This design comes from an exercise in tuning for small area and a short achievable clock period on the open sky130 flow, not from production work. Only the layout flow was run in this run; the RTL was not checked for function there. Power and IR drop assume default switching activity.

<file path="flow/run.sh">
#!/bin/bash
# synth_recipe.tcl (not shown) runs the flow's synth.tcl, then flattens the netlist and writes it again
# the make line also repeats each setting of config.mk as NAME=value (left out here)
make -C /OpenROAD-flow-scripts/flow DESIGN_CONFIG=/design/flow/config.mk WORK_HOME=/design/flow/orfs CLKGATE_MAP_FILE= SYNTH_SCRIPT=/design/flow/synth_recipe.tcl finish
</file>
<file path="flow/config.mk">
export PLATFORM = sky130hd
export DESIGN_NAME = fetch_dispatch
export DESIGN_NICKNAME = fetch_dispatch
export VERILOG_FILES = /design/flow/design.v
export SDC_FILE = /design/flow/constraint.sdc
export NUM_CORES = 4
export LEC_CHECK = 0
export CAP_MARGIN = 20
export CORE_MARGIN = 2
export CORE_UTILIZATION = 40
export SLEW_MARGIN = 20
</file>
<file path="flow/constraint.sdc">
create_clock -name core_clock -period 4.4 [get_ports {clk1}]
set_input_delay 0.8800 -clock core_clock [delete_from_list [all_inputs] [get_ports {clk1}]]
set_output_delay 0.8800 -clock core_clock [all_outputs]
set_load 0.01 [all_outputs]
</file>
<file path="flow/design.v">
package fetch_dispatch_pkg;
    localparam int ROB_DEPTH  = 8;
    localparam int TAG_W      = 3;
    localparam int PC_W       = 7;
    localparam int IMEM_DEPTH = 128;
    localparam int CNT_W      = 4;
    localparam logic [6:0] OP_R    = 7'b0110011;
    localparam logic [6:0] OP_LOAD = 7'b0000011;
    localparam logic [6:0] F7_ADD = 7'b0000000;
    localparam logic [6:0] F7_SUB = 7'b0100000;
    localparam logic [6:0] F7_MUL = 7'b0000001;
endpackage
module fetch_unit
(
    input  logic            clk1,
    input  logic            rst_n,
    input  logic            hold,
    input  logic            imem_we,
    input  logic [fetch_dispatch_pkg::PC_W-1:0] imem_waddr,
    input  logic [31:0]     imem_wdata,
    output logic [fetch_dispatch_pkg::PC_W-1:0] pc,
    output logic [31:0]     inst,
    output logic            r_add,
    output logic            r_mul,
    output logic            r_load
);
    localparam int N = fetch_dispatch_pkg::IMEM_DEPTH;
    logic [N-1:0][31:0] imem;
    logic [N-1:0]       wsel;
    logic [N-1:0]       rsel;
    logic [31:0]        rdata;
    logic [7:0]  pc_lo;
    logic [15:0] pc_hi;
    always_comb begin
        for (int i = 0; i < N; i++) begin
            wsel[i] = imem_we && (imem_waddr == fetch_dispatch_pkg::PC_W'(i));
            rsel[i] = pc_lo[i % 8] && pc_hi[i / 8];
        end
    end
    always_ff @(posedge clk1) begin
        for (int i = 0; i < N; i++) begin
            if (wsel[i]) imem[i] <= imem_wdata;
        end
    end
    always_comb begin
        rdata = '0;
        for (int i = 0; i < N; i++) begin
            rdata = rdata | ({32{rsel[i]}} & imem[i]);
        end
    end
    logic r_op;
    assign r_op   = rdata[6:0] == fetch_dispatch_pkg::OP_R;
    assign r_add  = r_op && (rdata[31:25] == fetch_dispatch_pkg::F7_ADD || rdata[31:25] == fetch_dispatch_pkg::F7_SUB);
    assign r_mul  = r_op && (rdata[31:25] == fetch_dispatch_pkg::F7_MUL);
    assign r_load = rdata[6:0] == fetch_dispatch_pkg::OP_LOAD;
    always_ff @(posedge clk1) begin
        if (!rst_n) begin
            pc    <= '0;
            pc_lo <= 8'd1;
            pc_hi <= 16'd1;
            inst  <= '0;
        end else if (!hold) begin
            inst  <= rdata;
            pc    <= pc + 1'b1;
            pc_lo <= {pc_lo[6:0], pc_lo[7]};
            if (pc_lo[7]) pc_hi <= {pc_hi[14:0], pc_hi[15]};
        end
    end
endmodule
module fetch_dispatch
(
    input  logic              clk1,
    input  logic              rst_n,
    input  logic              imem_we,
    input  logic [fetch_dispatch_pkg::PC_W-1:0]   imem_waddr,
    input  logic [31:0]       imem_wdata,
    input  logic              rs_add_free,
    input  logic              rs_mul_free,
    input  logic              rs_load_free,
    input  logic              rob_commit,
    input  logic [4:0]        rob_commit_dest,
    input  logic [fetch_dispatch_pkg::TAG_W-1:0]  rob_commit_tag,
    output logic [fetch_dispatch_pkg::PC_W-1:0]   pc,
    output logic [31:0]       inst,
    output logic              stall,
    output logic              disp_add_v,
    output logic              disp_mul_v,
    output logic              disp_load_v,
    output logic [6:0]        disp_fun7,
    output logic [2:0]        disp_fun3,
    output logic [4:0]        disp_rd,
    output logic [4:0]        disp_rs1,
    output logic [4:0]        disp_rs2,
    output logic [11:0]       disp_offset,
    output logic [fetch_dispatch_pkg::TAG_W-1:0]  disp_rob_tag,
    output logic              disp_src1_busy,
    output logic [fetch_dispatch_pkg::TAG_W-1:0]  disp_src1_tag,
    output logic              disp_src2_busy,
    output logic [fetch_dispatch_pkg::TAG_W-1:0]  disp_src2_tag
);
    localparam int TW = fetch_dispatch_pkg::TAG_W;
    logic r_add, r_mul, r_load;
    fetch_unit u_fetch (
        .clk1       (clk1),
        .rst_n      (rst_n),
        .hold       (stall),
        .imem_we    (imem_we),
        .imem_waddr (imem_waddr),
        .imem_wdata (imem_wdata),
        .pc         (pc),
        .inst       (inst),
        .r_add      (r_add),
        .r_mul      (r_mul),
        .r_load     (r_load)
    );
    logic [4:0] rs2, rs1, rd;
    assign rs2 = inst[24:20];
    assign rs1 = inst[19:15];
    assign rd  = inst[11:7];
    logic [fetch_dispatch_pkg::CNT_W-1:0] rob_count, rob_count_nx;
    logic [TW-1:0] rob_tail;
    logic          commit_ok;
    logic          issue;
    logic          is_add, is_mul, is_load;
    logic          k_add, k_mul, k_load, k_full;
    assign commit_ok = rob_commit && (rob_count != '0);
    assign issue     = (k_add && rs_add_free) || (k_mul && rs_mul_free) || (k_load && rs_load_free);
    assign stall     = k_full || (k_add && !rs_add_free) || (k_mul && !rs_mul_free) || (k_load && !rs_load_free);
    always_comb begin
        case ({issue, commit_ok})
            2'b10:   rob_count_nx = rob_count + 1'b1;
            2'b01:   rob_count_nx = rob_count - 1'b1;
            default: rob_count_nx = rob_count;
        endcase
    end
    logic n_add, n_mul, n_load, n_room;
    always_comb begin
        if (stall) begin
            n_add  = is_add;
            n_mul  = is_mul;
            n_load = is_load;
        end else begin
            n_add  = r_add;
            n_mul  = r_mul;
            n_load = r_load;
        end
        n_room = !rob_count_nx[3];
    end
    always_ff @(posedge clk1) begin
        if (!rst_n) begin
            rob_tail  <= '0;
            rob_count <= '0;
            is_add    <= 1'b0;
            is_mul    <= 1'b0;
            is_load   <= 1'b0;
            k_add     <= 1'b0;
            k_mul     <= 1'b0;
            k_load    <= 1'b0;
            k_full    <= 1'b0;
        end else begin
            if (issue) begin
                rob_tail <= rob_tail + 1'b1;
            end
            rob_count <= rob_count_nx;
            is_add    <= n_add;
            is_mul    <= n_mul;
            is_load   <= n_load;
            k_add     <= n_add && n_room;
            k_mul     <= n_mul && n_room;
            k_load    <= n_load && n_room;
            k_full    <= (n_add || n_mul || n_load) && !n_room;
        end
    end
    logic [31:1]   busy_q;
    logic [TW-1:0] tag_q [1:31];
    logic [31:0]   busy;
    logic [TW-1:0] tag_tbl [32];
    logic [31:1]   set_r, clr_r;
    always_comb begin
        busy[0]    = 1'b0;
        tag_tbl[0] = '0;
        for (int r = 1; r < 32; r++) begin
            busy[r]    = busy_q[r];
            tag_tbl[r] = tag_q[r];
        end
        for (int r = 1; r < 32; r++) begin
            set_r[r] = issue && (rd == 5'(r));
            clr_r[r] = commit_ok && (rob_commit_dest == 5'(r)) && (tag_tbl[r] == rob_commit_tag);
        end
    end
    always_ff @(posedge clk1) begin
        for (int r = 1; r < 32; r++) begin
            if (!rst_n)        busy_q[r] <= 1'b0;
            else if (set_r[r]) busy_q[r] <= 1'b1;
            else if (clr_r[r]) busy_q[r] <= 1'b0;
        end
    end
    always_ff @(posedge clk1) begin
        for (int r = 1; r < 32; r++) begin
            if (set_r[r]) tag_q[r] <= rob_tail;
        end
    end
    logic [TW-1:0] src1_tag, src2_tag;
    logic          src1_busy, src2_busy;
    always_comb begin
        src1_tag  = tag_tbl[rs1];
        src1_busy = (rs1 != '0) && busy[rs1]
                    && !(commit_ok && rob_commit_dest == rs1 && rob_commit_tag == src1_tag);
        src2_tag  = tag_tbl[rs2];
        src2_busy = (rs2 != '0) && busy[rs2]
                    && !(commit_ok && rob_commit_dest == rs2 && rob_commit_tag == src2_tag);
        if (is_load) begin
            src2_tag  = '0;
            src2_busy = 1'b0;
        end
    end
    always_ff @(posedge clk1) begin
        if (!rst_n) begin
            rob_tail  <= '0;
            rob_count <= '0;
        end else begin
            if (issue) begin
                rob_tail <= rob_tail + 1'b1;
            end
            case ({issue, commit_ok})
                2'b10:   rob_count <= rob_count + 1'b1;
                2'b01:   rob_count <= rob_count - 1'b1;
                default: rob_count <= rob_count;
            endcase
        end
    end
    always_ff @(posedge clk1) begin
        if (!rst_n) begin
            disp_add_v  <= 1'b0;
            disp_mul_v  <= 1'b0;
            disp_load_v <= 1'b0;
        end else begin
            disp_add_v  <= k_add && rs_add_free;
            disp_mul_v  <= k_mul && rs_mul_free;
            disp_load_v <= k_load && rs_load_free;
        end
    end
    always_ff @(posedge clk1) begin
        disp_fun7      <= inst[31:25];
        disp_rs2       <= rs2;
        disp_rs1       <= rs1;
        disp_fun3      <= inst[14:12];
        disp_rd        <= rd;
        disp_rob_tag   <= rob_tail;
        disp_src1_busy <= src1_busy;
        disp_src1_tag  <= src1_tag;
        disp_src2_busy <= src2_busy;
        disp_src2_tag  <= src2_tag;
    end
    assign disp_offset = {disp_fun7, disp_rs2};
endmodule
</file>
==> flow_summary.toml <==
[run_status]
status = "finished with violations"
so.violations = "antenna violations, negative setup slack"

[cts]
clk_latency_ps = 1090
cts_made_buffers = 418
cts_hold_buf = 0
post_cts_resized = 0
clk_pin_slew_ps = 60
cts.sinks = 4336
cts_setup_buffers = 0
cts_tree = "done"
max-clock-path-buffers = 4
h-tree-depth = 5
cts_root_buf = "clkbuf_16"

[synthesis]
synth_common_cells = "edfxtp_1, a22oi_1, clkbuf_1, a22o_1, nand4_1"
yosysMostFrequentCell = "edfxtp_1"
synth_top_area_share_pct = 78.9
synth_edf_count = 4189
synth.yosys.seq_area_share_pct = 80.8
synth_area_um2 = 159000
synth-main-ff-cell = "edfxtp_1"
postSynthCellCount = 8948
synth_async_sr_flop_share_pct = 0
yosysTopAreaCell = "edfxtp_1"
syn_avg_cell_area_um2 = 17.8
yosysUniqueCellTypes = 79
synth_area_leaders = "edfxtp_1, a22oi_1, dfxtp_1"
syn_nets = 9008
ys_ff_latch = 4336
yosys_warnings = 11

[die]
dieArea_um2 = 404000
io_pins = 145
die_h_um = 635
row_count = 231
start_util_pct = 40.2
die_w_um = 635
design.core.area_um2 = 396000

[finish]
stdcell_count = 15500
syn_to_final_growth_pct = 18.0
nets = 9772
multiInputGateArea_um2 = 29200
seqCellArea_um2 = 129000
drive_above_1_share_pct = 17.7
fill_cells = 32700

[routing]
wl_per_cell_um = 52.5
drc = 0
drtAntennaViolNets = 5
viasPerCell = 7.69
vias = 119000
drt_iter0_markers = 33000
drtPass1Iterations = 13
finalWirelength_mm = 813

[worst_setup_path]
cp-start-kind = "register"
path_class = "reg -> reg"
reg2reg_depth = 11
r2r_setup_slack_ps = -50
rr_startpoint = "u_fetch.pc_hi[12]"
path_max_fanout = 14
cp-end-kind = "register"
crit_arrival_ps = 5370
r2r_end = "is_load"
cp_data_required_time_ps = 5320

[global_route]
grt_pass1_vias = 101000
grt_first_pass_wirelength_mm = 1020
overflow = 0
antenna_found_initial = 109
gr-usage-all-layers_pct = 38.7
grt_max_degree = 129

[place]
dp_slack_ps = 120
placed_cells = 14500
gp_congestion = 0.991
portBuffers = 144
dp_hpwl_mm = 479

[job]
cap_violations = 0

[power]
ir_drop_v = 0.000408
powerDensity_nw_per_um2 = 447
p_leak_nw = 58.7

[timing]
skew_ps = 129
finalHoldViolCount = 0
fin_ws_ps = -53.4
slew_headroom_pct = 8.05
max_freq_ghz = 0.225
setup_viol = 2
fin_crit_sh_pct = 101
rsz0062_at_grt = "false"
layout_min_cycle_time_ps = 4450
tightest_slew_ps = 1360
maxSlewViolCount = 0

[worst_hold_path]
min_from = "rst_n"
hold_depth = 2
hold_end = "busy_q[26]"
hp-class = "in -> reg"
## critical path: stages (launching register included)
cell and delay (ps):
dfxtp_2 540, buf_4 290, buf_4 210, and3_1 190, a2111oi_1 820, nand3_1 190, or4_1 510, nor4_2 380
buf_4 250, nand3_1 340, o31ai_1 440, and2_1 200
## metrics by stage
| step | TNS, ps | total power [W] | utilization [%] | area (µm²) | hold WS, ps |
|---|---|---|---|---|---|
| after floorplan | 0 | 0.0469 | - | 159000 | 390 |
| after global placement | 0 | 0.0482 | 43.9 | 174000 | 376 |
| after detailed placement | 0 | 0.0483 | 43.9 | 174000 | 378 |
| after CTS | 0 | 0.0836 | 47.4 | 188000 | 206 |
| after global routing | 0 | 0.0852 | 47.4 | 188000 | 228 |
| final | -85.1 | 0.0842 | 47.5 | 188000 | 200 |
## cells in the final DEF (no fill, tap or decap), drive strengths merged, types with 54 or more instances in the layout
master            n
a21oi           125
nand2           134
and2            133
o22ai            61
a22o            319
clkdlybuf4s50   108
clkbuf          536
edfxtp         4189
a222oi          111
diode           178
inv              54
nor4             77
nand4           307
xnor2           107
dfxtp           147
nor2            264
nand3           254
clkinv          170
and3             79
buf             836
o21ai            67
a22oi          1238
a221oi          273
## state kept, by name, summed over array words and instances, names as in the netlist, 3 cells and up
signal / count
u_fetch.inst: 32
disp_src1_tag: 3
disp_fun3: 3
disp_rs1: 5
u_fetch.imem: 4096
disp_fun7: 7
u_fetch.pc: 7
busy_q: 31
rob_tail: 3
disp_rs2: 5
u_fetch.pc_hi: 16
disp_src2_tag: 3
tag_q: 93
disp_rob_tag: 3
disp_rd: 5
u_fetch.pc_lo: 8
rob_count: 4
## worst max-delay path by stage
stage                       from                 to  slack (ps)
6_report       u_fetch.pc_hi[12]            is_load         -50
5_1_grt         u_fetch.pc_lo[6]            is_load          20
4_1_cts         u_fetch.pc_lo[6]            is_load         110
3_5_place_dp   u_fetch.pc_hi[12]            is_load         120
3_3_place_gp    u_fetch.pc_hi[2]             k_full          70
2_1_floorplan      imem_waddr[4]  u_fetch.imem[640]         700
## per-layer routing
metal / wire [µm] / track usage [%] / vias to the layer above
met5: 2290 / 3.73 / -
met4: 83400 / 29.4 / 63
met3: 162000 / 21.2 / 4604
met2: 318000 / 52.1 / 16600
met1: 247000 / 45.6 / 58500
li1: - / - / 39300
## power breakdown
part           total [W]  switching (W)  internal, W
clock network     0.0366         0.0163       0.0203
logic            0.00199        0.00154     0.000449
registers         0.0456       0.000150       0.0454
## final cells by class
| class | count | share of cell area (%) |
|---|---|---|
| clock buffer | 536 | 5.94 |
| tap | 5242 | 3.49 |
| multi-input combinational | 3967 | 15.5 |
| clock inverter | 233 | 1.29 |
| timing repair buffer | 944 | 4.96 |
| antenna | 178 | 0.237 |
| sequential | 4336 | 68.5 |
| inverter | 45 | 0.0898 |
## logic make-up after synthesis
family	Yosys count	synth area share, %
compound gates	2384	11.6
xor+xnor	120	0.659
fa+ha+maj	6	0.0518
buf+inv	645	1.67
flops	4336	80.8
mux	67	0.617
simple gates	1390	4.67

-- port drivers added, routing unchanged --
No port has a modelled driver above. Below, the same layout with a new extraction and two added sets of constraints. Step 1 assumes that a clkbuf_16 drives the clock port and a buf_2 every other input. Step 2 adds t to the input delays and takes it off the output delays; t is the mean of the earliest and latest rising clock arrival at the registers after step 1. Input paths then give back, and output paths get back, about the clock's delay inside the block. a / b / c = ideal / step 1 / step 2; a / b = the first two.
shift t [ns]: 1.148
setup slack, ns: -0.053 / -0.053 / -0.053
hold WS [ns]: 0.200 / 0.099 / 0.381
latest minus earliest clock arrival (ns): 0.150 / 0.151
slew at the worst register clock pin (ns): 0.07 / 0.07
For this run, drivers alone change the setup slack by 0.000 ns; drivers and shift together by 0.000 ns.
